Background: an optimization exercise with open tools, aiming at a short achievable clock period and few clock cycles. Do not read the settings as production practice.
No run shown here included a check of the RTL's function; only the layout flow was run.
The clock port is modelled as an ideal driver; clocking choices that lean on that would not hold on a real chip.
Power is estimated from default activity; no workload was simulated.

==> design/flow/design.v <==
`default_nettype none
package mipsPkg;
    typedef logic [32-1:0]     word_t;
    typedef logic [5-1:0] regAddr_t;
    typedef enum logic [2:0] {
        ALU_AND = 3'b000,
        ALU_OR  = 3'b001,
        ALU_ADD = 3'b010,
        ALU_SUB = 3'b110,
        ALU_SLT = 3'b111
    } aluOp_t;
    typedef enum logic [1:0] {
        FWD_REG = 2'b00,     
        FWD_WB  = 2'b01,     
        FWD_MEM = 2'b10      
    } fwdSel_t;
    typedef struct packed {
        logic   regWrite;
        logic   memToReg;
        logic   memWrite;
        logic   aluSrc;      
        logic   regDst;      
        logic   branch;
        logic   jump;
        aluOp_t aluOp;
    } ctrl_t;
    typedef struct packed {
        word_t instr;
        word_t pcPlus4;
    } ifId_t;
    typedef struct packed {
        logic     regWrite;
        logic     memToReg;
        logic     memWrite;
        logic     aluSrc;
        logic     regDst;
        aluOp_t   aluOp;
        word_t    rd1;
        word_t    rd2;
        word_t    signImm;
        regAddr_t rs;
        regAddr_t rt;
        regAddr_t rd;
    } idEx_t;
    typedef struct packed {
        logic     regWrite;
        logic     memToReg;
        logic     memWrite;
        word_t    aluOut;
        word_t    writeData;
        regAddr_t writeReg;
    } exMem_t;
    typedef struct packed {
        logic     regWrite;
        logic     memToReg;
        word_t    readData;
        word_t    aluOut;
        regAddr_t writeReg;
    } memWb_t;
    localparam int IFID_W  = 2*32;
    localparam int IDEX_W  = 8 + 3*32 + 3*5;
    localparam int EXMEM_W = 3 + 2*32 + 5;
    localparam int MEMWB_W = 2 + 2*32 + 5;
endpackage
`default_nettype wire
`timescale 1ns/100ps
`default_nettype none
module selReg
(
    input  logic clk,
    input  logic d,
    output logic q
);
    always_ff @(posedge clk) begin
        q <= d;
    end
endmodule
`default_nettype wire
`timescale 1ns/100ps
`default_nettype none
module aoi22Bank #(
    parameter int W = 32
) (
    input  logic [W-1:0] a0,
    input  logic [W-1:0] a1,
    input  logic [W-1:0] b0,
    input  logic [W-1:0] b1,
    output logic [W-1:0] y
);
    assign y = ~((a0 & a1) | (b0 & b1));
endmodule
module nand2Bank #(
    parameter int W = 32
) (
    input  logic [W-1:0] a,
    input  logic [W-1:0] b,
    output logic [W-1:0] y
);
    assign y = ~(a & b);
endmodule
module nor2Bank #(
    parameter int W = 32
) (
    input  logic [W-1:0] a,
    input  logic [W-1:0] b,
    output logic [W-1:0] y
);
    assign y = ~(a | b);
endmodule
module regRead
(
    input  logic [1023:0] regs,      
    input  logic [31:1]   valid,
    input  logic [4:0]    addr,
    output logic [31:0]   data
);
    logic [31:0]  sel;
    logic [511:0] t1;                
    logic [255:0] t2;                
    logic [127:0] t3;                
    logic [63:0]  t4;                
    always_comb begin
        sel[0] = 1'b0;
        for (int i = 1; i < 32; i++) begin
            sel[i] = valid[i] && addr == 5'(i);
        end
    end
    for (genvar j = 0; j < 16; j++) begin : l1
        aoi22Bank g (
            .a0 ({32{sel[2*j]}}),   .a1 (regs[32*(2*j) +: 32]),
            .b0 ({32{sel[2*j+1]}}), .b1 (regs[32*(2*j+1) +: 32]),
            .y  (t1[32*j +: 32])
        );
    end
    for (genvar j = 0; j < 8; j++) begin : l2
        nand2Bank g (.a(t1[64*j +: 32]), .b(t1[64*j+32 +: 32]), .y(t2[32*j +: 32]));
    end
    for (genvar j = 0; j < 4; j++) begin : l3
        nor2Bank g (.a(t2[64*j +: 32]), .b(t2[64*j+32 +: 32]), .y(t3[32*j +: 32]));
    end
    for (genvar j = 0; j < 2; j++) begin : l4
        nand2Bank g (.a(t3[64*j +: 32]), .b(t3[64*j+32 +: 32]), .y(t4[32*j +: 32]));
    end
    assign data = t4[31:0] | t4[63:32];
endmodule
`default_nettype wire
`timescale 1ns/100ps
`default_nettype none
module muxBank #(
    parameter int W = 32
) (
    input  logic         sel,
    input  logic [W-1:0] a,          
    input  logic [W-1:0] b,
    output logic [W-1:0] y
);
    assign y = sel ? a : b;
endmodule
module gNor2 (input logic a, input logic b, output logic y);
    assign y = !(a || b);
endmodule
module gAndNot (input logic a, input logic b, output logic y);
    assign y = a && !b;
endmodule
module gAnd3 (input logic a, input logic b, input logic c, output logic y);
    assign y = a && b && c;
endmodule
module gAnd2 (input logic a, input logic b, output logic y);
    assign y = a && b;
endmodule
module gXnor2 (input logic a, input logic b, output logic y);
    assign y = a == b;
endmodule
module gAo21 (input logic a, input logic b, input logic c, output logic y);
    assign y = a && (b || c);
endmodule
module fetchDecode
(
    input  logic [5:0] op,
    input  logic [4:0] rs,
    input  logic [4:0] rt,
    input  logic       sign,
    output logic       isJ,
    output logic       predT
);
    logic       n54;             
    logic       n32;             
    logic       n31;             
    logic       j10;             
    logic       b20;             
    logic       isBeq;
    logic [4:0] x;               
    logic       x012;
    logic       x34;
    logic       same;
    gNor2   g0 (.a(op[5]), .b(op[4]), .y(n54));
    gNor2   g1 (.a(op[3]), .b(op[2]), .y(n32));
    gNor2   g2 (.a(op[3]), .b(op[1]), .y(n31));
    gAndNot g3 (.a(op[1]), .b(op[0]), .y(j10));
    gAndNot g4 (.a(op[2]), .b(op[0]), .y(b20));
    gAnd3   g5 (.a(n54), .b(n32), .c(j10), .y(isJ));
    gAnd3   g6 (.a(n54), .b(n31), .c(b20), .y(isBeq));
    for (genvar i = 0; i < 5; i++) begin : cmp
        gXnor2 gx (.a(rs[i]), .b(rt[i]), .y(x[i]));
    end
    gAnd3   g7 (.a(x[0]), .b(x[1]), .c(x[2]), .y(x012));
    gAnd2   g8 (.a(x[3]), .b(x[4]), .y(x34));
    gAnd2   g9 (.a(x012), .b(x34), .y(same));
    gAo21   g10 (.a(isBeq), .b(sign), .c(same), .y(predT));
endmodule
module ao5Bank #(
    parameter int W = 32
) (
    input  logic         s0,
    input  logic [W-1:0] a0,
    input  logic         s1,
    input  logic [W-1:0] a1,
    input  logic         s2,
    input  logic [W-1:0] a2,
    input  logic         s3,
    input  logic [W-1:0] a3,
    input  logic         s4,
    input  logic [W-1:0] a4,
    output logic [W-1:0] y
);
    assign y = ({W{s0}} & a0) | ({W{s1}} & a1) | ({W{s2}} & a2) | ({W{s3}} & a3) | ({W{s4}} & a4);
endmodule
module pcSelect
(
    input  logic        redirect,    
    input  logic [31:0] alt,
    input  logic        hold,        
    input  logic        redirectD,   
    input  logic [31:0] altD,
    input  logic [31:0] pc,
    input  logic [31:0] pc4,
    input  logic        isJ,
    input  logic        predT,       
    input  logic [25:0] jIndex,
    input  logic [15:0] brLo,        
    input  logic        brCarry,
    input  logic        brSign,
    input  logic [13:0] pcHiInc,     
    input  logic [13:0] pcHiDec,
    output logic [31:0] pcNext,
    output logic [31:0] brTarget     
);
    logic        selB;
    logic [31:0] other;              
    logic [13:0] hiC1;               
    logic [13:0] hiC0;               
    logic [13:0] brHi;
    logic        sE;                 
    logic        sH;
    logic        sD;
    logic        sJ;
    logic        sS;
    assign selB = predT && !hold && !redirect && !redirectD;
    assign sE = redirect;
    assign sH = hold && !redirect;
    assign sD = redirectD && !redirect && !hold;
    assign sJ = isJ && !redirect && !hold && !redirectD;
    assign sS = !isJ && !redirect && !hold && !redirectD;
    ao5Bank #(.W(32)) otherMux (
        .s0 (sE), .a0 (alt),
        .s1 (sH), .a1 (pc),
        .s2 (sD), .a2 (altD),
        .s3 (sJ), .a3 ({pc4[31:28], jIndex, 2'b00}),
        .s4 (sS), .a4 (pc4),
        .y  (other)
    );
    assign hiC1 = brSign ? pc[31:18] : pcHiInc;
    assign hiC0 = brSign ? pcHiDec : pc[31:18];
    muxBank #(.W(14)) carryMux (
        .sel (brCarry),
        .a   (hiC1),
        .b   (hiC0),
        .y   (brHi)
    );
    muxBank #(.W(30)) brMux (
        .sel (selB),
        .a   ({brHi, brLo}),
        .b   (other[31:2]),
        .y   (pcNext[31:2])
    );
    assign pcNext[1:0] = other[1:0];
    assign brTarget    = {brHi, brLo, 2'b00};
endmodule
`default_nettype wire
`timescale 1ns/100ps
`default_nettype none
module addKS #(
    parameter int W = 32
) (
    input  logic [W-1:0] a,
    input  logic [W-1:0] b,
    input  logic         cin,
    output logic [W-1:0] s,
    output logic         cout
);
    logic [W-1:0] p;
    logic [W-1:0] g;
    logic [W-1:0] c;                 
    pgGen    #(.W(W)) pg  (.a(a), .b(b), .p(p), .g(g));
    prefixKS #(.W(W)) pre (.p(p), .g(g), .cin(cin), .c(c), .cout(cout));
    xorBank  #(.W(W)) sum (.a(p), .b(c), .y(s));
endmodule
module pgGen #(
    parameter int W = 32
) (
    input  logic [W-1:0] a,
    input  logic [W-1:0] b,
    output logic [W-1:0] p,
    output logic [W-1:0] g
);
    assign p = a ^ b;
    assign g = a & b;
endmodule
module xorBank #(
    parameter int W = 32
) (
    input  logic [W-1:0] a,
    input  logic [W-1:0] b,
    output logic [W-1:0] y
);
    assign y = a ^ b;
endmodule
module prefixKS #(
    parameter int W = 32
) (
    input  logic [W-1:0] p,
    input  logic [W-1:0] g,
    input  logic         cin,
    output logic [W-1:0] c,
    output logic         cout
);
    localparam int L = (W > 16) ? 5 : (W > 8) ? 4 : (W > 4) ? 3 : (W > 2) ? 2 : 1;
    logic [W-1:0] gg [0:L];
    logic [W-1:0] pp [0:L];
    always_comb begin
        gg[0] = g;
        pp[0] = p;
        for (int l = 0; l < L; l++) begin
            for (int i = 0; i < W; i++) begin
                if (i >= (1 << l)) begin
                    gg[l+1][i] = gg[l][i] | (pp[l][i] & gg[l][i - (1 << l)]);
                    pp[l+1][i] = pp[l][i] & pp[l][i - (1 << l)];
                end else begin
                    gg[l+1][i] = gg[l][i];
                    pp[l+1][i] = pp[l][i];
                end
            end
        end
        c[0] = cin;
        for (int i = 1; i < W; i++) begin
            c[i] = gg[L][i-1] | (pp[L][i-1] & cin);
        end
        cout = gg[L][W-1] | (pp[L][W-1] & cin);
    end
endmodule
module aluCore
(
    input  logic [31:0] a,
    input  logic [31:0] b,
    input  logic        cin,
    input  logic        opAdd,
    input  logic        opAnd,
    input  logic        opOr,
    input  logic        opSlt,
    output logic [31:0] y
);
    logic [31:0] sum;
    logic        cout;
    logic        slt;
    addKS #(.W(32)) adder (
        .a    (a),
        .b    (b),
        .cin  (cin),
        .s    (sum),
        .cout (cout)
    );
    assign slt = (a[31] & b[31]) | ((a[31] ^ b[31]) & sum[31]);
    assign y = ({32{opAdd}} & sum)
             | ({32{opAnd}} & (a & b))
             | ({32{opOr}}  & (a | b))
             | {31'd0, opSlt & slt};
endmodule
`default_nettype wire
`default_nettype none
module eqCmp
(
    input  logic [31:0] a,
    input  logic [31:0] b,
    output logic        eq
);
    assign eq = a == b;
endmodule
`default_nettype wire
`default_nettype none
module sumZero
(
    input  logic [31:0] a,
    input  logic [31:0] b,
    input  logic        cin,
    output logic        zero
);
    logic [31:0] p;
    logic [31:0] cMade;          
    assign p     = a ^ b;
    assign cMade = {p[30:0] | a[30:0], cin};
    assign zero  = &(~(p ^ cMade));
endmodule
`default_nettype wire
`timescale 1ns/100ps
`default_nettype none
module mipsCore
(
    input  logic        clk,
    input  logic        rst,
    output logic [31:0] pcF,
    input  logic [31:0] instr,
    output logic        memWrite,
    output logic [31:0] dataAddr,
    output logic [31:0] writeData,
    input  logic [31:0] readData
);
    logic        weM;            
    logic        memToRegM;
    logic        memWriteM;
    logic [4:0]  destM;
    logic [31:0] aluOutM;
    logic [31:0] wdataM;
    logic [31:0] resultM;
    logic        vE;
    logic        weE;
    logic        memToRegE;
    logic        memWriteE;
    logic        beqE;
    logic [4:0]  destE;
    logic [31:0] aE;             
    logic [31:0] opBE;           
    logic [31:0] rtE;            
    logic        fwdAE;          
    logic        fwdBE;          
    logic [3:0]  fwdAQ;          
    logic [3:0]  fwdBQ;
    logic [3:0]  invBQ;
    logic        fwdRtE;         
    logic        swLoadE;        
    logic        cinE;           
    logic        opAddE;
    logic        opAndE;
    logic        opOrE;
    logic        opSltE;
    logic        predTE;
    logic [31:0] altE;           
    logic        vD;
    logic [31:0] instrD;
    logic [31:0] pc4D;
    logic [31:0] brTargetF;
    logic        depAD;          
    logic        depBD;
    logic        loadDepD;       
    logic [31:0] regs [0:31];
    logic [31:1] rvalid;
    assign memWrite  = memWriteM;
    assign dataAddr  = aluOutM;
    assign writeData = wdataM;
    assign resultM   = memToRegM ? readData : aluOutM;
    always_ff @(posedge clk) begin
        for (int i = 1; i < 32; i++) begin
            if (weM && destM == 5'(i)) regs[i] <= resultM;
        end
    end
    always_ff @(posedge clk or posedge rst) begin
        if (rst) begin
            rvalid <= '0;
        end else begin
            for (int i = 1; i < 32; i++) begin
                if (weM && destM == 5'(i)) rvalid[i] <= 1'b1;
            end
        end
    end
    logic [31:0] srcA;
    logic [31:0] srcB;
    logic [31:0] rtvE;
    logic [31:0] aluOut;
    logic        redirectE;
    logic [31:0] srcBPre;
    muxBank #(.W(8)) fwdA0 (.sel(fwdAQ[0]), .a(aluOutM[7:0]),   .b(aE[7:0]),   .y(srcA[7:0]));
    muxBank #(.W(8)) fwdA1 (.sel(fwdAQ[1]), .a(aluOutM[15:8]),  .b(aE[15:8]),  .y(srcA[15:8]));
    muxBank #(.W(8)) fwdA2 (.sel(fwdAQ[2]), .a(aluOutM[23:16]), .b(aE[23:16]), .y(srcA[23:16]));
    muxBank #(.W(8)) fwdA3 (.sel(fwdAQ[3]), .a(aluOutM[31:24]), .b(aE[31:24]), .y(srcA[31:24]));
    muxBank #(.W(8)) fwdB0 (.sel(fwdBQ[0]), .a(aluOutM[7:0]),   .b(opBE[7:0]),   .y(srcBPre[7:0]));
    muxBank #(.W(8)) fwdB1 (.sel(fwdBQ[1]), .a(aluOutM[15:8]),  .b(opBE[15:8]),  .y(srcBPre[15:8]));
    muxBank #(.W(8)) fwdB2 (.sel(fwdBQ[2]), .a(aluOutM[23:16]), .b(opBE[23:16]), .y(srcBPre[23:16]));
    muxBank #(.W(8)) fwdB3 (.sel(fwdBQ[3]), .a(aluOutM[31:24]), .b(opBE[31:24]), .y(srcBPre[31:24]));
    assign srcB = srcBPre ^ {{8{invBQ[3]}}, {8{invBQ[2]}}, {8{invBQ[1]}}, {8{invBQ[0]}}};
    assign rtvE = fwdRtE ? aluOutM : rtE;
    aluCore alu (
        .a     (srcA),
        .b     (srcB),
        .cin   (cinE),
        .opAdd (opAddE),
        .opAnd (opAndE),
        .opOr  (opOrE),
        .opSlt (opSltE),
        .y     (aluOut)
    );
    logic eqRR;
    logic eqMR;
    logic eqRM;
    logic eqE;
    eqCmp cmpRR (.a(aE),      .b(rtE),     .eq(eqRR));
    eqCmp cmpMR (.a(aluOutM), .b(rtE),     .eq(eqMR));
    eqCmp cmpRM (.a(aE),      .b(aluOutM), .eq(eqRM));
    assign eqE  = fwdAE ? (fwdRtE || eqMR) : (fwdRtE ? eqRM : eqRR);
    assign redirectE = beqE && (eqE != predTE);
    always_ff @(posedge clk or posedge rst) begin
        if (rst) begin
            weM       <= 1'b0;
            memToRegM <= 1'b0;
            memWriteM <= 1'b0;
            destM     <= '0;
        end else begin
            weM       <= vE && weE;
            memToRegM <= vE && memToRegE;
            memWriteM <= vE && memWriteE;
            destM     <= destE;
        end
    end
    always_ff @(posedge clk) begin
        aluOutM  <= aluOut;
        wdataM   <= swLoadE ? readData : rtvE;
    end
    logic [5:0]  opD;
    logic [5:0]  fnD;
    logic [4:0]  rsD;
    logic [4:0]  rtD;
    logic        isAddD;
    logic        isSubD;
    logic        isAndD;
    logic        isOrD;
    logic        isSltD;
    logic        isRD;
    logic        isAddiD;
    logic        isLwD;
    logic        isSwD;
    logic        isBeqD;
    logic        useRsD;
    logic        useRtD;
    logic        immD;           
    logic        invD;           
    logic [31:0] immValD;
    logic [4:0]  destD;
    logic        weD;
    logic [31:0] rd1D;
    logic [31:0] rd2D;
    logic [31:0] aD;
    logic [31:0] bD;
    logic        stallD;         
    logic        predTD;         
    logic [31:0] brTargetD;      
    assign opD = instrD[31:26];
    assign fnD = instrD[5:0];
    assign rsD = instrD[25:21];
    assign rtD = instrD[20:16];
    assign isAddD  = opD == 6'b000000 && fnD == 6'b100000;
    assign isSubD  = opD == 6'b000000 && fnD == 6'b100010;
    assign isAndD  = opD == 6'b000000 && fnD == 6'b100100;
    assign isOrD   = opD == 6'b000000 && fnD == 6'b100101;
    assign isSltD  = opD == 6'b000000 && fnD == 6'b101010;
    assign isRD    = isAddD || isSubD || isAndD || isOrD || isSltD;
    assign isAddiD = opD == 6'b001000;
    assign isLwD   = opD == 6'b100011;
    assign isSwD   = opD == 6'b101011;
    assign isBeqD  = opD == 6'b000100;
    assign useRsD  = isRD || isAddiD || isLwD || isSwD || isBeqD;
    assign useRtD  = isRD || isSwD || isBeqD;
    assign immD    = isAddiD || isLwD || isSwD;
    assign invD    = isSubD || isSltD;
    assign immValD = {{16{instrD[15]}}, instrD[15:0]};
    assign destD   = isRD ? instrD[15:11] : rtD;
    assign weD     = (isRD || isAddiD || isLwD) && destD != 5'd0;
    logic [1023:0] regsFlat;
    always_comb begin
        for (int i = 0; i < 32; i++) regsFlat[32*i +: 32] = regs[i];
    end
    regRead read1 (.regs(regsFlat), .valid(rvalid), .addr(rsD), .data(rd1D));
    regRead read2 (.regs(regsFlat), .valid(rvalid), .addr(rtD), .data(rd2D));
    assign aD   = (weM && destM == rsD) ? resultM : rd1D;
    assign bD   = (weM && destM == rtD) ? resultM : rd2D;
    assign stallD = vD && loadDepD;
    logic        zeroChkD;
    logic        sumZeroD;
    logic        redirectD;
    assign zeroChkD  = isBeqD && opAddE && !cinE && !memToRegE && !fwdAE && !fwdBE
                    && ((depAD && rtD == 5'd0) || (depBD && rsD == 5'd0));
    sumZero zeroChk (.a(aE), .b(opBE), .cin(cinE), .zero(sumZeroD));
    assign redirectD = vD && zeroChkD && !stallD && (sumZeroD != predTD);
    assign predTD = isBeqD && (instrD[15] || rsD == rtD);
    always_ff @(posedge clk or posedge rst) begin
        if (rst) begin
            vE <= 1'b0;
        end else begin
            vE <= vD && !redirectE && !stallD;
        end
    end
    selReg fwdAReg0 (.clk(clk), .d(depAD),                 .q(fwdAQ[0]));
    selReg fwdBReg0 (.clk(clk), .d(depBD && !immD),         .q(fwdBQ[0]));
    selReg invBReg0 (.clk(clk), .d(invD),                   .q(invBQ[0]));
    selReg fwdAReg1 (.clk(clk), .d(depAD),                 .q(fwdAQ[1]));
    selReg fwdBReg1 (.clk(clk), .d(depBD && !immD),         .q(fwdBQ[1]));
    selReg invBReg1 (.clk(clk), .d(invD),                   .q(invBQ[1]));
    selReg fwdAReg2 (.clk(clk), .d(depAD),                 .q(fwdAQ[2]));
    selReg fwdBReg2 (.clk(clk), .d(depBD && !immD),         .q(fwdBQ[2]));
    selReg invBReg2 (.clk(clk), .d(invD),                   .q(invBQ[2]));
    selReg fwdAReg3 (.clk(clk), .d(depAD),                 .q(fwdAQ[3]));
    selReg fwdBReg3 (.clk(clk), .d(depBD && !immD),         .q(fwdBQ[3]));
    selReg invBReg3 (.clk(clk), .d(invD),                   .q(invBQ[3]));
    always_ff @(posedge clk) begin
        weE       <= weD;
        memToRegE <= isLwD;
        memWriteE <= isSwD;
        beqE      <= vD && !redirectE && !stallD && isBeqD && !zeroChkD;
        destE     <= destD;
        aE        <= aD;
        opBE      <= immD ? immValD : bD;
        rtE       <= bD;
        fwdAE     <= depAD;
        fwdBE     <= depBD && !immD;
        fwdRtE    <= depBD;
        swLoadE   <= isSwD && depBD && memToRegE;
        cinE      <= invD;
        opAddE    <= isAddD || isSubD || immD;
        opAndE    <= isAndD;
        opOrE     <= isOrD;
        opSltE    <= isSltD;
        predTE    <= predTD;
        altE      <= predTD ? pc4D : brTargetD;
    end
    logic [31:0] pc4F;
    logic [13:0] pcHiF;
    logic [13:0] pcHiIncF;
    logic [13:0] pcHiDecF;
    logic [15:0] brLoF;          
    logic        brCarryF;
    logic        isJF;
    logic        predTF;
    logic [31:0] pcNext;
    fetchDecode fDec (
        .op    (instr[31:26]),
        .rs    (instr[25:21]),
        .rt    (instr[20:16]),
        .sign  (instr[15]),
        .isJ   (isJF),
        .predT (predTF)
    );
    addKS #(.W(30)) pcInc (
        .a    (pcF[31:2]),
        .b    (30'd1),
        .cin  (1'b0),
        .s    (pc4F[31:2]),
        .cout ()
    );
    assign pc4F[1:0] = pcF[1:0];
    assign pcHiF = pcF[31:18];
    addKS #(.W(14)) hiInc (
        .a    (pcHiF),
        .b    (14'd1),
        .cin  (1'b0),
        .s    (pcHiIncF),
        .cout ()
    );
    addKS #(.W(14)) hiDec (
        .a    (pcHiF),
        .b    (14'h3fff),
        .cin  (1'b0),
        .s    (pcHiDecF),
        .cout ()
    );
    addKS #(.W(16)) brLo (
        .a    (pcF[17:2]),
        .b    (instr[15:0]),
        .cin  (1'b1),
        .s    (brLoF),
        .cout (brCarryF)
    );
    pcSelect pcSel (
        .redirect (redirectE),
        .alt      (altE),
        .hold     (stallD),
        .redirectD(redirectD),
        .altD     (predTD ? pc4D : brTargetD),
        .pc       (pcF),
        .pc4      (pc4F),
        .isJ      (isJF),
        .predT    (predTF),
        .jIndex   (instr[25:0]),
        .brLo     (brLoF),
        .brCarry  (brCarryF),
        .brSign   (instr[15]),
        .pcHiInc  (pcHiIncF),
        .pcHiDec  (pcHiDecF),
        .pcNext   (pcNext),
        .brTarget (brTargetF)
    );
    always_ff @(posedge clk or posedge rst) begin
        if (rst) begin
            pcF <= 32'h0000_0000;
            vD  <= 1'b0;
        end else begin
            pcF <= pcNext;
            vD  <= !redirectE && !redirectD;
        end
    end
    logic        useRsF;
    logic        useRtF;         
    logic        depAF;
    logic        depBF;
    assign useRsF = instr[31:26] == 6'b000000 || instr[31:26] == 6'b001000 || instr[31:26] == 6'b100011
                 || instr[31:26] == 6'b101011    || instr[31:26] == 6'b000100;
    assign useRtF = instr[31:26] == 6'b000000 || instr[31:26] == 6'b000100;
    assign depAF  = vD && weD && !redirectE && destD == instr[25:21];
    assign depBF  = vD && weD && !redirectE && destD == instr[20:16];
    always_ff @(posedge clk) begin
        if (stallD) begin
            depAD    <= 1'b0;
            depBD    <= 1'b0;
            loadDepD <= 1'b0;
        end else begin
            instrD   <= instr;
            pc4D     <= pc4F;
            brTargetD <= brTargetF;
            depAD    <= depAF;
            depBD    <= depBF;
            loadDepD <= isLwD && ((useRsF && depAF) || (useRtF && depBF));
        end
    end
endmodule
`default_nettype wire
==> design/flow/flow/run.sh <==
#!/bin/bash
set -euo pipefail
F=$PWD/flow
K=(MATCH_CELL_FOOTPRINT=0 "BUFFER_PORTS_ARGS=-buffer_cell sky130_fd_sc_hd__buf_4" FASTROUTE_TCL=$F/fastroute.tcl)
bash standard.sh SETUP_SLACK_MARGIN=5 POST_CTS_TCL=$F/ramp_cts.tcl "${K[@]}" cts > standard_cts.log 2>&1
bash standard.sh SETUP_SLACK_MARGIN=6.5 "${K[@]}" finish > standard_finish.log 2>&1
==> design/flow/flow/fastroute.tcl <==
set_global_routing_layer_adjustment met1 0.6
set_global_routing_layer_adjustment met2 0.3
set_global_routing_layer_adjustment met3-$::env(MAX_ROUTING_LAYER) 0.2

set_routing_layers -clock $::env(MIN_CLK_ROUTING_LAYER)-$::env(MAX_ROUTING_LAYER)
set_routing_layers -signal $::env(MIN_ROUTING_LAYER)-$::env(MAX_ROUTING_LAYER)
==> design/flow/flow/ramp_cts.tcl <==
# Timing repair in steps: each step repairs every endpoint below its margin,
# so a path that cannot be improved further stops only the last steps.
set_propagated_clock [all_clocks]
estimate_parasitics -placement
foreach m {5.8 6.0 6.2 6.3 6.4 6.5 6.6 6.7 6.8} {
  repair_timing -setup -setup_margin $m -repair_tns 100 -max_passes 50
  puts "ramp_cts margin $m: worst slack [worst_slack -max]"
}
detailed_placement
check_placement -verbose
estimate_parasitics -placement
puts "ramp_cts done: worst slack [worst_slack -max]"
==> design/flow/standard.sh <==
#!/bin/bash
# synth_recipe.tcl (not shown) runs the flow's synth.tcl, then flattens the netlist and writes it again
# the make line also repeats each setting of config.mk as NAME=value (left out here)
make -C /OpenROAD-flow-scripts/flow DESIGN_CONFIG=/design/flow/config.mk WORK_HOME=/design/flow/orfs CLKGATE_MAP_FILE= SYNTH_SCRIPT=/design/flow/synth_recipe.tcl "${@:-finish}"
==> design/flow/config.mk <==
export PLATFORM = sky130hd
export DESIGN_NAME = mipsCore
export DESIGN_NICKNAME = mipsCore
export VERILOG_FILES = /design/flow/design.v
export SDC_FILE = /design/flow/constraint.sdc
export NUM_CORES = 8
export LEC_CHECK = 0
export ABC_CLOCK_PERIOD_IN_PS = 2500
export CAP_MARGIN = 60
export CORE_MARGIN = 2
export CORE_UTILIZATION = 50
export SETUP_SLACK_MARGIN = 5
export SLEW_MARGIN = 60
export SYNTH_HIERARCHICAL = 1
export SYNTH_MINIMUM_KEEP_SIZE = 0
==> design/flow/constraint.sdc <==
create_clock -name core_clock -period 10.0 [get_ports {clk}]
set_input_delay 2.0000 -clock core_clock [delete_from_list [all_inputs] [get_ports {clk}]]
set_output_delay 2.0000 -clock core_clock [all_outputs]
set_load 0.01 [all_outputs]
==> results of run 1 <==
-- metal layers --
layer | GRT usage, % | up-vias
li1 | - | 22500
met5 | 2.35 | -
met2 | 59.9 | 2350
met3 | 23.4 | 711
met1 | 66.5 | 24200
met4 | 25.7 | 10
-- cell usage in the layout, fill, tap and decap left out, types with 19 or more instances in the layout --
cell and instances:
edfxtp_1 1088, a22oi_2 1066, nand2_1 756, nor2_1 328, buf_4 253, xor2_1 246, buf_6 209, conb_1 198
clkbuf_16 171, a21oi_1 170, inv_1 150, mux2_4 128, dfxtp_1 113, ha_1 106, or2_2 98, o21ai_0 81
and3_2 60, dfxtp_4 60, mux2_2 57, dfxtp_2 53, mux2i_1 50, nor2_2 46, nor2_4 42, a21o_1 42
dfrtp_1 42, o21ai_2 37, clkbuf_1 37, nand2_2 33, clkinv_1 32, a222oi_1 32, nor4_1 31, dfrtp_2 31
ha_4 29, nand4_1 27, clkinv_2 26, xnor2_1 25, a22oi_1 23, mux2i_2 19
-- worst min path at each step --
stage | from | end | slack, ps | depth (start not counted)
floorplan | destE[0] | destM[0] | 320 | 0
finish | destE[1] | destM[1] | 330 | 0
global placement | destE[1] | destM[1] | 320 | 0
detailed placement | destE[1] | destM[1] | 320 | 0
global route | destE[4] | destM[4] | 330 | 0
-- flip-flops by register name (all words and copies together), names as in the netlist, 31 cells and up --
register   flops
regs         992
pcF           32
aE            32
altE          32
rtE           32
brTargetD     32
pc4D          32
opBE          32
wdataM        32
aluOutM       32
rvalid        31
instrD        32
-- layout make-up --
type	instances	area, sq um	share of cell area [%]
sequential	1387	39400	45.7
inverter	169	636	0.739
multi-input combinational	4051	33800	39.3
tap	1903	2380	2.77
clock buffer	205	4270	4.97
clock inverter	75	651	0.756
antenna	17	42.5	0.0494
timing repair buffer	494	4900	5.70
-- where the power goes --
part           switching [mW]  internal [mW]
registers               0.225           6.62
clock network            2.33           3.25
logic                    1.93           1.72
-- per-stage QoR --
stage | hold WS [ps] | cells | utilization, % | setup slack, ps | power (mW)
final | 327 | 8301 | 60.1 | 6440 | 16.1
after global routing | 332 | 8300 | 60.1 | 6220 | 16.7
after detailed placement | 320 | 7830 | 54.1 | 5430 | 10.0
after global placement | 317 | 7818 | 53.7 | 5140 | 10.0
after floorplan | 316 | 5722 | - | 5760 | 9.22
==> run summary, run 1 <==
# TYPE chip_impl_metric gauge
chip_impl_info{name="reg2reg_to",value="pcF[10]"} 1
chip_impl_metric{name="wirelength",unit="mm"} 248
chip_impl_info{name="worstReg2RegStart",value="opBE[21]"} 1
chip_impl_metric{name="floorplan.die.height",unit="microns"} 383
chip_impl_metric{name="die_area",unit="sq um"} 147000
chip_impl_metric{name="core",unit="sq um"} 143000
chip_impl_info{name="worstSetupStartpointType",value="register"} 1
chip_impl_metric{name="yosys_warnings",unit=""} 86
chip_impl_info{name="cp-endpoint",value="pcF[10]"} 1
chip_impl_metric{name="num_vias",unit=""} 49800
chip_impl_metric{name="post_drt_via_cell_ratio",unit=""} 6.00
chip_impl_metric{name="worstRegToRegCells",unit=""} 15
chip_impl_metric{name="numPortBuffers",unit=""} 162
chip_impl_info{name="hold_path.class",value="reg -> reg"} 1
chip_impl_info{name="cp-end-kind",value="register"} 1
chip_impl_metric{name="initial_antenna_violation_count",unit=""} 13
chip_impl_metric{name="route.met3.wl",unit="mm"} 35.2
chip_impl_metric{name="grt_use_total",unit="%"} 43.0
chip_impl_metric{name="gpl.final_weighted_congestion",unit=""} 1.05
chip_impl_metric{name="number_of_global_route_vias_before_repair",unit=""} 53700
chip_impl_metric{name="finalWorstPathRequiredPeriod",unit="ps"} 3560
chip_impl_metric{name="number_of_drc_violations_after_detailed_routing",unit=""} 0
chip_impl_metric{name="gr-total-overflow",unit=""} 0
chip_impl_metric{name="drive_above_1_share",unit="%"} 41.0
chip_impl_info{name="cp-startpoint",value="opBE[21]"} 1
chip_impl_metric{name="first_pass_iteration_count_of_the_detailed_router",unit=""} 6
chip_impl_info{name="cpMaxStageDelayCell",value="nor4_4"} 1
chip_impl_metric{name="layout.filler_cells",unit=""} 11300
chip_impl_metric{name="pin_slew_with_the_least_headroom_to_its_limit",unit="ps"} 578
chip_impl_metric{name="timing.setup.tns",unit="ps"} 0
chip_impl_metric{name="route.detailed.wl_per_inst",unit="microns"} 29.9
chip_impl_metric{name="top_level_ports",unit=""} 163
chip_impl_info{name="rsz_0062_raised_after_global_routing",value="true"} 1
chip_impl_metric{name="postSynthAreaPerCell",unit="sq um"} 13.0
chip_impl_metric{name="post_synthesis_cell_area",unit="sq um"} 71800
chip_impl_metric{name="hpwl",unit="mm"} 157
chip_impl_metric{name="final_area",unit="sq um"} 86000
chip_impl_metric{name="drt-met1-wl",unit="mm"} 81.5
chip_impl_metric{name="ir_worst_vdd",unit="uV"} 171
chip_impl_metric{name="dpl-instance-area",unit="sq um"} 77400
chip_impl_info{name="maxUsedRoutingLayer",value="met5"} 1
chip_impl_metric{name="grt_start_max_net_pins",unit=""} 65
chip_impl_metric{name="power_density",unit="nW/um^2"} 187
chip_impl_metric{name="clock_skew",unit="ps"} 27.8
chip_impl_metric{name="path_buf_inv",unit=""} 6
chip_impl_metric{name="postSynthCellCount",unit=""} 5529
chip_impl_metric{name="design.final.nets",unit=""} 6463
chip_impl_metric{name="drt_iter0_markers",unit=""} 2438
chip_impl_metric{name="crit_required",unit="ps"} 10660
chip_impl_metric{name="power_leakage",unit="nW"} 32.6
chip_impl_metric{name="timing.critical_path.arrival",unit="ps"} 4210
chip_impl_metric{name="slew_violations",unit=""} 0
chip_impl_metric{name="row_count",unit=""} 139
chip_impl_metric{name="r2r_setup_slack",unit="ps"} 6440
chip_impl_metric{name="worst_skew_pair.late_latency",unit="ps"} 790
chip_impl_info{name="cts_tree",value="done"} 1
chip_impl_info{name="run_status",value="timing/DRC/antenna clean"} 1
chip_impl_metric{name="detailroute.wirelength.met2",unit="mm"} 109
chip_impl_metric{name="initial_utilization",unit="%"} 50.2
chip_impl_info{name="family_with_the_most_delay_on_the_worst_path",value="simple AND/OR/NAND/NOR gates"} 1
chip_impl_metric{name="path_depth",unit=""} 15
chip_impl_metric{name="critical_path.max_stage_delay",unit="ps"} 430
chip_impl_metric{name="hold_viol_final",unit=""} 0
chip_impl_metric{name="route.antenna.remaining_nets",unit=""} 0
chip_impl_info{name="path_cells",value="inv_2 -> ha_4 -> xnor2_2 -> nor4_4 -> nand3_2 -> nor4_4 -> xor2_1 -> and4b_2 -> buf_4 -> buf_6 -> buf_4 -> nor4b_4 -> buf_6 -> clkbuf_16 -> mux2_4"} 1
chip_impl_metric{name="timing.slew.headroom",unit="%"} 60.4
chip_impl_metric{name="critical_path_peak_fanout",unit=""} 4
chip_impl_metric{name="dieWidth",unit="microns"} 383
chip_impl_metric{name="clk_transition_reported_paths",unit="ps"} 60
chip_impl_metric{name="clock_sink_count",unit=""} 1387
chip_impl_metric{name="setup_viol",unit=""} 0
chip_impl_metric{name="max_clock_freq",unit="GHz"} 0.281
chip_impl_metric{name="post-route-period-util",unit="%"} 35.6
chip_impl_info{name="criticalPathCategory",value="reg -> reg"} 1
chip_impl_metric{name="area_delta_synth_final",unit="%"} 19.8
chip_impl_metric{name="drv_cap",unit=""} 0
chip_impl_metric{name="global_route_wire_length_before_repair",unit="mm"} 354
==> run 2, diff against run 1 <==
--- a/design/flow/flow/ramp_cts.tcl
+++ b/design/flow/flow/ramp_cts.tcl
@@ -4,3 +4,3 @@
 estimate_parasitics -placement
-foreach m {5.8 6.0 6.2 6.3 6.4 6.5 6.6 6.7 6.8} {
+foreach m {5.8 6.0 6.2 6.3 6.4 6.45 6.5 6.55 6.6 6.65 6.7 6.8} {
   repair_timing -setup -setup_margin $m -repair_tns 100 -max_passes 50
==> run summary, run 2 <==
# TYPE chip_impl_metric gauge
chip_impl_metric{name="timing.slew.headroom",unit="%"} 58.0
chip_impl_metric{name="multi_input_area",unit="sq um"} 34000
chip_impl_metric{name="clock_sink_count",unit=""} 1387
chip_impl_info{name="cpMaxStageDelayCell",value="nor4_4"} 1
chip_impl_metric{name="post_synthesis_cell_area",unit="sq um"} 71800
chip_impl_metric{name="layout.filler_cells",unit=""} 11300
chip_impl_metric{name="crit_required",unit="ps"} 10720
chip_impl_metric{name="power.share.sequential",unit="%"} 42.3
chip_impl_info{name="mostFrequentLayoutCells",value="edfxtp_1 (1088), a22oi_2 (1083), nand2_1 (756), nor2_1 (339), buf_4 (268)"} 1
chip_impl_metric{name="yosys_warnings",unit=""} 86
chip_impl_metric{name="power.clock.fraction",unit="%"} 34.5
chip_impl_metric{name="numPortBuffers",unit=""} 162
chip_impl_metric{name="wirelength",unit="mm"} 248
chip_impl_metric{name="postSynthAreaPerCell",unit="sq um"} 13.0
chip_impl_metric{name="initial_antenna_violation_count",unit=""} 16
chip_impl_info{name="worstSetupStartpointType",value="register"} 1
chip_impl_metric{name="global_route_wire_length_before_repair",unit="mm"} 354
chip_impl_metric{name="area_delta_synth_final",unit="%"} 20.5
chip_impl_metric{name="route.detailed.wl_per_inst",unit="microns"} 29.8
chip_impl_metric{name="design.final.nets",unit=""} 6484
chip_impl_metric{name="number_of_drc_violations_after_detailed_routing",unit=""} 0
chip_impl_metric{name="ir_worst_vdd",unit="uV"} 171
chip_impl_metric{name="gpl.final_weighted_congestion",unit=""} 1.05
chip_impl_metric{name="netSwitchingFraction",unit="%"} 28.0
chip_impl_metric{name="row_count",unit=""} 139
chip_impl_info{name="cts_tree",value="done"} 1
chip_impl_metric{name="internal_power",unit="mW"} 11.6
chip_impl_metric{name="critical_path_peak_fanout",unit=""} 7
chip_impl_metric{name="setup_viol",unit=""} 0
chip_impl_info{name="layout_commonest_cell",value="edfxtp_1"} 1
chip_impl_metric{name="postSynthCellCount",unit=""} 5529
chip_impl_info{name="registers.top_by_ff_count",value="regs"} 1
chip_impl_metric{name="grt_start_max_net_pins",unit=""} 65
chip_impl_metric{name="hold-worst-slack",unit="ps"} 327
chip_impl_metric{name="pin_slew_with_the_least_headroom_to_its_limit",unit="ps"} 613
chip_impl_metric{name="num_vias",unit=""} 50000
chip_impl_metric{name="critical_path.max_stage_delay",unit="ps"} 470
chip_impl_metric{name="timing.critical_path.arrival",unit="ps"} 4250
chip_impl_metric{name="post-route-period-util",unit="%"} 35.3
chip_impl_info{name="hold_path.class",value="reg -> reg"} 1
chip_impl_metric{name="total_power",unit="mW"} 16.2
chip_impl_info{name="path_cells",value="inv_1 -> ha_4 -> xnor2_2 -> nor4_1 -> nand4_1 -> nor4_4 -> xor2_1 -> and4b_2 -> buf_6 -> nor3b_4 -> buf_6 -> clkbuf_16 -> a22oi_2 -> nand2_1 -> mux2_4"} 1
chip_impl_info{name="critical_path.most_common_cell",value="buf_6"} 1
chip_impl_metric{name="route.antenna.remaining_nets",unit=""} 0
chip_impl_metric{name="largest_register_ff_count",unit=""} 992
chip_impl_metric{name="first_pass_iteration_count_of_the_detailed_router",unit=""} 7
chip_impl_metric{name="top_level_ports",unit=""} 163
chip_impl_metric{name="power_density",unit="nW/um^2"} 187
chip_impl_metric{name="initial_utilization",unit="%"} 50.2
chip_impl_metric{name="timing.setup.tns",unit="ps"} 0
chip_impl_metric{name="gr-total-overflow",unit=""} 0
chip_impl_metric{name="worst_skew_pair.late_latency",unit="ps"} 780
chip_impl_metric{name="final_area",unit="sq um"} 86500
chip_impl_metric{name="grt_use_total",unit="%"} 43.0
chip_impl_metric{name="drt_iter0_markers",unit=""} 2176
chip_impl_metric{name="hpwl",unit="mm"} 157
chip_impl_info{name="rsz_0062_raised_after_global_routing",value="true"} 1
chip_impl_metric{name="finalWorstPathRequiredPeriod",unit="ps"} 3530
chip_impl_metric{name="dpl-instance-area",unit="sq um"} 77400
chip_impl_info{name="criticalPathCategory",value="reg -> reg"} 1
chip_impl_metric{name="number_of_global_route_vias_before_repair",unit=""} 54000
chip_impl_info{name="run_status",value="timing/DRC/antenna clean"} 1
chip_impl_metric{name="dieWidth",unit="microns"} 383
chip_impl_info{name="cp-end-kind",value="register"} 1
chip_impl_metric{name="share_comb_of_total_power",unit="%"} 23.2
chip_impl_metric{name="slew_violations",unit=""} 0
chip_impl_metric{name="floorplan.die.height",unit="microns"} 383
chip_impl_metric{name="max_clock_freq",unit="GHz"} 0.283
chip_impl_metric{name="final-seq-area",unit="sq um"} 39400
chip_impl_metric{name="clock_skew",unit="ps"} 19.9
chip_impl_metric{name="clk_transition_reported_paths",unit="ps"} 60
chip_impl_metric{name="post_drt_via_cell_ratio",unit=""} 6.00
chip_impl_metric{name="drv_cap",unit=""} 0
chip_impl_metric{name="hold_viol_final",unit=""} 0
chip_impl_metric{name="die_area",unit="sq um"} 147000
chip_impl_metric{name="net-switching-power",unit="mW"} 4.52
chip_impl_metric{name="power_leakage",unit="nW"} 32.7
chip_impl_metric{name="core",unit="sq um"} 143000
chip_impl_metric{name="drive_above_1_share",unit="%"} 41.7
## run 2: worst paths after layout
check / from / endpoint / slack (ps) / cells past startpoint
worst max register to register: aE[5] / pcF[16] / 6470 / 15
max in group asynchronous: rst / rvalid[17] / 7820 / 4
worst min register to register: destE[1] / destM[1] / 330 / 0
worst max-delay path: aE[5] / pcF[16] / 6470 / 15
worst min-delay path: destE[1] / destM[1] / 330 / 0
min in group asynchronous: rst / pcF[23] / 1220 / 2
## run 2: cell type report
class | instances | area share, %
inverter | 169 | 0.735
clock inverter | 75 | 0.752
multi-input combinational | 4051 | 39.3
clock buffer | 205 | 4.94
antenna | 26 | 0.0752
tap | 1903 | 2.75
sequential | 1387 | 45.5
timing repair buffer | 515 | 5.92
## run 2: metal layers
layer	up-vias	wire, microns	track usage (%)	share of wire [%]
li1	22600	-	-	-
met1	24200	80900	66.1	33
met2	2519	109000	59.6	44
met3	740	35900	23.6	14
met4	8	21900	26.4	8.8
met5	-	437	2.98	0.18
## run 2: worst max-delay path: cells and delay by family (launching register included)
family / cells / cell delay [ps]
AOI/OAI and AO/OA: 1 / 60
xor gates and xnor gates: 2 / 350
adders and majority gates: 1 / 210
buffers and inverters: 4 / 650
DFF: 1 / 340
muxes: 1 / 130
and+or+nand+nor: 6 / 1710
## run 2: stage by stage
stage	setup slack (ps)	std cells	utilization (%)
finish	6470	8331	60.4
global route	6300	8329	60.4
detailed placement	5430	7830	54.1
global placement	5140	7818	53.7
floorplan	5760	5722	-
## run 2: power by group through the flow
stage | Clock (mW) | Combinational (mW) | Sequential [mW]
finish | 5.58 | 3.75 | 6.83
detailed placement | 0 | 3.02 | 7.02
floorplan | 0 | 2.30 | 6.92
global placement | 0 | 2.99 | 7.02
global route | 5.89 | 4.07 | 6.86
==> run 3, diff against run 2 <==
--- a/design/flow/design.v
+++ b/design/flow/design.v
@@ -239,9 +239,8 @@
     input  logic [25:0] jIndex,
-    input  logic [15:0] brLo,        
+    input  logic [9:0]  brLo,        
     input  logic        brCarry,
     input  logic        brSign,
-    input  logic [13:0] pcHiInc,     
-    input  logic [13:0] pcHiDec,
-    output logic [31:0] pcNext,
-    output logic [31:0] brTarget     
+    input  logic [19:0] pcHiInc,     
+    input  logic [19:0] pcHiDec,
+    output logic [31:0] pcNext
 );
@@ -249,5 +248,5 @@
     logic [31:0] other;              
-    logic [13:0] hiC1;               
-    logic [13:0] hiC0;               
-    logic [13:0] brHi;
+    logic [19:0] hiC1;               
+    logic [19:0] hiC0;               
+    logic [19:0] brHi;
     logic        sE;                 
@@ -271,5 +270,5 @@
     );
-    assign hiC1 = brSign ? pc[31:18] : pcHiInc;
-    assign hiC0 = brSign ? pcHiDec : pc[31:18];
-    muxBank #(.W(14)) carryMux (
+    assign hiC1 = brSign ? pc[31:12] : pcHiInc;
+    assign hiC0 = brSign ? pcHiDec : pc[31:12];
+    muxBank #(.W(20)) carryMux (
         .sel (brCarry),
@@ -286,3 +285,2 @@
     assign pcNext[1:0] = other[1:0];
-    assign brTarget    = {brHi, brLo, 2'b00};
 endmodule
@@ -460,2 +458,3 @@
     logic [31:0] brTargetF;
+    logic        fastD;          
     logic        depAD;          
@@ -599,3 +598,5 @@
     sumZero zeroChk (.a(aE), .b(opBE), .cin(cinE), .zero(sumZeroD));
-    assign redirectD = vD && zeroChkD && !stallD && (sumZeroD != predTD);
+    logic        wantTD;
+    assign wantTD    = zeroChkD ? sumZeroD : predTD;
+    assign redirectD = vD && !stallD && (wantTD != fastD);
     assign predTD = isBeqD && (instrD[15] || rsD == rtD);
@@ -666,2 +667,3 @@
     assign pc4F[1:0] = pcF[1:0];
+    logic [13:0] brHiF;
     assign pcHiF = pcF[31:18];
@@ -688,2 +690,41 @@
     );
+    always_comb begin
+        case ({instr[15], brCarryF})
+            2'b01:   brHiF = pcHiIncF;
+            2'b10:   brHiF = pcHiDecF;
+            default: brHiF = pcHiF;
+        endcase
+    end
+    assign brTargetF = {brHiF, brLoF, 2'b00};
+    logic [19:0] pcMidF;
+    logic [19:0] pcMidIncF;
+    logic [19:0] pcMidDecF;
+    logic [9:0]  brLo10F;
+    logic        brCarry10F;
+    logic        shortF;         
+    logic        predTFastF;     
+    assign pcMidF = pcF[31:12];
+    addKS #(.W(20)) midInc (
+        .a    (pcMidF),
+        .b    (20'd1),
+        .cin  (1'b0),
+        .s    (pcMidIncF),
+        .cout ()
+    );
+    addKS #(.W(20)) midDec (
+        .a    (pcMidF),
+        .b    (20'hfffff),
+        .cin  (1'b0),
+        .s    (pcMidDecF),
+        .cout ()
+    );
+    addKS #(.W(10)) brLo10 (
+        .a    (pcF[11:2]),
+        .b    (instr[9:0]),
+        .cin  (1'b1),
+        .s    (brLo10F),
+        .cout (brCarry10F)
+    );
+    assign shortF     = instr[15:9] == 7'h7f || instr[15:9] == 7'h00;
+    assign predTFastF = predTF && shortF;
     pcSelect pcSel (
@@ -693,3 +734,3 @@
         .redirectD(redirectD),
-        .altD     (predTD ? pc4D : brTargetD),
+        .altD     ((predTD && fastD) ? pc4D : brTargetD),
         .pc       (pcF),
@@ -697,11 +738,10 @@
         .isJ      (isJF),
-        .predT    (predTF),
+        .predT    (predTFastF),
         .jIndex   (instr[25:0]),
-        .brLo     (brLoF),
-        .brCarry  (brCarryF),
+        .brLo     (brLo10F),
+        .brCarry  (brCarry10F),
         .brSign   (instr[15]),
-        .pcHiInc  (pcHiIncF),
-        .pcHiDec  (pcHiDecF),
-        .pcNext   (pcNext),
-        .brTarget (brTargetF)
+        .pcHiInc  (pcMidIncF),
+        .pcHiDec  (pcMidDecF),
+        .pcNext   (pcNext)
     );
@@ -734,2 +774,3 @@
             brTargetD <= brTargetF;
+            fastD     <= predTFastF;
             depAD    <= depAF;
--- a/design/flow/flow/ramp_cts.tcl
+++ b/design/flow/flow/ramp_cts.tcl
@@ -4,3 +4,3 @@
 estimate_parasitics -placement
-foreach m {5.8 6.0 6.2 6.3 6.4 6.45 6.5 6.55 6.6 6.65 6.7 6.8} {
+foreach m {5.8 6.0 6.2 6.3 6.4 6.5 6.6 6.7 6.8} {
   repair_timing -setup -setup_margin $m -repair_tns 100 -max_passes 50
==> run summary, run 3 <==
# TYPE chip_impl_metric gauge
chip_impl_metric{name="numPortBuffers",unit=""} 162
chip_impl_metric{name="drt_iter0_markers",unit=""} 2642
chip_impl_metric{name="path_buf_inv",unit=""} 4
chip_impl_info{name="path_cells",value="inv_1 -> ha_1 -> xor2_1 -> nand4_1 -> nor4_4 -> inv_1 -> a2111o_1 -> o31ai_4 -> mux2i_4 -> nor4b_4 -> buf_4 -> buf_12 -> a222oi_1 -> nand2_1 -> mux2_4"} 1
chip_impl_metric{name="postSynthCellCount",unit=""} 5933
chip_impl_metric{name="num_vias",unit=""} 53500
chip_impl_info{name="holdCritStartpoint",value="destE[0]"} 1
chip_impl_metric{name="global_route.usage.met2",unit="%"} 61.2
chip_impl_metric{name="global_route_wire_length_before_repair",unit="mm"} 377
chip_impl_info{name="family_with_the_most_delay_on_the_worst_path",value="simple AND/OR/NAND/NOR gates"} 1
chip_impl_info{name="hold_path.class",value="reg -> reg"} 1
chip_impl_metric{name="number_of_global_route_vias_before_repair",unit=""} 57100
chip_impl_metric{name="post_drt_via_cell_ratio",unit=""} 6.07
chip_impl_metric{name="hpwl",unit="mm"} 167
chip_impl_metric{name="clock_sink_count",unit=""} 1386
chip_impl_metric{name="crit_required",unit="ps"} 10660
chip_impl_info{name="cts_tree",value="done"} 1
chip_impl_metric{name="gr-total-overflow",unit=""} 0
chip_impl_metric{name="wirelength",unit="mm"} 264
chip_impl_metric{name="drv_cap",unit=""} 0
chip_impl_info{name="cp-startpoint",value="aE[27]"} 1
chip_impl_metric{name="first_pass_iteration_count_of_the_detailed_router",unit=""} 7
chip_impl_metric{name="max_clock_freq",unit="GHz"} 0.264
chip_impl_metric{name="grt_start_max_net_pins",unit=""} 69
chip_impl_metric{name="postSynthAreaPerCell",unit="sq um"} 12.6
chip_impl_metric{name="hold_viol_final",unit=""} 0
chip_impl_metric{name="route.detailed.wl_per_inst",unit="microns"} 29.9
chip_impl_info{name="cpMaxStageDelayCell",value="nor4_4"} 1
chip_impl_info{name="run_status",value="timing/DRC/antenna clean"} 1
chip_impl_info{name="cp-end-kind",value="register"} 1
chip_impl_info{name="globalRoute.busiestLayer",value="met1"} 1
chip_impl_info{name="worstReg2RegStart",value="aE[27]"} 1
chip_impl_info{name="registers.top_by_ff_count",value="regs"} 1
chip_impl_metric{name="post_synthesis_cell_area",unit="sq um"} 74800
chip_impl_metric{name="grt_use_total",unit="%"} 44.0
chip_impl_metric{name="clk_transition_reported_paths",unit="ps"} 60
chip_impl_metric{name="dp_cells",unit=""} 8304
chip_impl_metric{name="pin_slew_with_the_least_headroom_to_its_limit",unit="ps"} 635
chip_impl_metric{name="area_delta_synth_final",unit="%"} 20.8
chip_impl_metric{name="ir_worst_vdd",unit="uV"} 200
chip_impl_metric{name="layout.filler_cells",unit=""} 11800
chip_impl_info{name="rsz_0062_raised_after_global_routing",value="true"} 1
chip_impl_metric{name="die_area",unit="sq um"} 153000
chip_impl_metric{name="initial_utilization",unit="%"} 50.5
chip_impl_metric{name="globalRouteMet3Util",unit="%"} 24.4
chip_impl_metric{name="row_count",unit=""} 141
chip_impl_metric{name="timing.setup.tns",unit="ps"} 0
chip_impl_metric{name="critical_path.max_stage_delay",unit="ps"} 480
chip_impl_metric{name="largest_register_ff_count",unit=""} 992
chip_impl_metric{name="timing.critical_path.arrival",unit="ps"} 4440
chip_impl_metric{name="top_level_ports",unit=""} 163
chip_impl_metric{name="met1_usage",unit="%"} 66.9
chip_impl_metric{name="yosys_warnings",unit=""} 92
chip_impl_info{name="critical_path.most_common_cell",value="inv_1"} 1
chip_impl_metric{name="route.antenna.remaining_nets",unit=""} 0
chip_impl_metric{name="post-place-ws",unit="ps"} 5300
chip_impl_metric{name="finalWorstPathRequiredPeriod",unit="ps"} 3780
chip_impl_metric{name="finalWorstSetupSlack",unit="ps"} 6220
chip_impl_metric{name="instances_no_fill",unit=""} 8815
chip_impl_metric{name="slew_violations",unit=""} 0
chip_impl_metric{name="number_of_drc_violations_after_detailed_routing",unit=""} 0
chip_impl_metric{name="floorplan.die.height",unit="microns"} 391
chip_impl_info{name="mostFrequentLayoutCells",value="edfxtp_1 (1087), a22oi_2 (1071), nand2_1 (787), nor2_1 (346), xor2_1 (295)"} 1
chip_impl_metric{name="critical_path_peak_fanout",unit=""} 8
chip_impl_metric{name="clock_skew",unit="ps"} 23.2
chip_impl_metric{name="setup_viol",unit=""} 0
chip_impl_metric{name="total_power",unit="mW"} 17.9
chip_impl_metric{name="dieWidth",unit="microns"} 391
chip_impl_metric{name="design.final.nets",unit=""} 7002
chip_impl_info{name="layout_commonest_cell",value="edfxtp_1"} 1
chip_impl_info{name="worstSetupStartpointType",value="register"} 1
chip_impl_metric{name="power_density",unit="nW/um^2"} 198
chip_impl_metric{name="timing.slew.headroom",unit="%"} 57.6
chip_impl_metric{name="worst_skew_pair.late_latency",unit="ps"} 780
chip_impl_metric{name="core",unit="sq um"} 148000
chip_impl_info{name="criticalPathCategory",value="reg -> reg"} 1
chip_impl_metric{name="gpl.final_weighted_congestion",unit=""} 1.01
chip_impl_metric{name="drive_above_1_share",unit="%"} 40.6
chip_impl_metric{name="post-route-period-util",unit="%"} 37.8
chip_impl_metric{name="power_leakage",unit="nW"} 34.6
chip_impl_metric{name="initial_antenna_violation_count",unit=""} 13
chip_impl_metric{name="hold-worst-slack",unit="ps"} 329
[run 3: final timing paths]
path / slack [ps] / to / cells past startpoint
min: 330 / destM[0] / 0
max: 6220 / pcF[9] / 15
max reg2reg: 6220 / pcF[9] / 15
max in group asynchronous: 7940 / rvalid[20] / 4
min reg2reg: 330 / destM[0] / 0
min in group asynchronous: 1230 / pcF[15] / 2
[run 3: through the flow]
step	utilization, %	instance area, sq um
final	61.0	90400
after global placement	54.1	80100
after global routing	61.0	90400
after detailed placement	54.5	80800
after floorplan	-	75700
[run 3: report_power, final]
| group | switching, mW | total, mW | internal, mW |
|---|---|---|---|
| combinational | 2.84 | 5.25 | 2.41 |
| clock | 2.38 | 5.72 | 3.34 |
| sequential | 0.283 | 6.90 | 6.62 |
| total | 5.50 | 17.9 | 12.4 |
[run 3: cell type report]
type / instances / area (sq um) / area share [%]
Sequential cell: 1386 / 39400 / 43.5
Multi-Input combinational cell: 4490 / 37600 / 41.6
Timing Repair Buffer: 530 / 5270 / 5.82
Clock buffer: 213 / 4320 / 4.78
Tap cell: 1930 / 2410 / 2.67
Clock inverter: 65 / 739 / 0.818
Inverter: 183 / 688 / 0.761
Antenna cell: 18 / 45.0 / 0.0498
[run 3: worst reg2reg max path, delay by kind of cell (launching register included)]
kind                     cells  cell delay (ps)
flip-flops                   1              350
XOR/XNOR                     1              220
AND/OR/NAND/NOR              4              930
buffers and inverters        4              450
adder cells (fa/ha/maj)      1              290
AO/OA/AOI/OAI                3              780
multiplexers                 2              640
[run 3: metal layers]
metal / wire length, microns / up-vias
met5: 225 / -
met4: 23400 / 6
met3: 38800 / 806
met2: 117000 / 2642
met1: 84900 / 25800
li1: - / 24200

what the ideal ports hide:
Ports are ideal in the flow. The routed layouts listed here were re-timed in OpenROAD.
Step 1 assumes that a clkbuf_16 drives the clock port and a buf_2 every other input.
Step 2 moves the port delays by t, midway between the first and last clock arrival at a register: inputs arrive t later, outputs are due t later. That takes back most of the time a late clock gives input paths.
Three values: no drivers, after step 1, after step 2; two values: the first two.
| run | shift t [ns] | slack for setup (ns) | hold WS [ns] | worst setup path after step 2 | clock arrival spread, ns |
|---|---|---|---|---|---|
| run 1 | 0.857 | 6.445 / 6.445 / 5.745 | 0.327 / 0.327 / 0.327 | input to register | 0.029 / 0.029 |
| run 2 | 0.854 | 6.468 / 6.468 / 5.784 | 0.327 / 0.327 / 0.327 | input to register | 0.020 / 0.020 |
| run 3 | 0.851 | 6.218 / 6.218 / 5.551 | 0.329 / 0.329 / 0.329 | input to register | 0.036 / 0.036 |
After both steps every run listed still meets setup and hold. For run 1, which loses most, drivers alone change the setup slack by 0.000 ns; drivers and shift together by -0.700 ns.
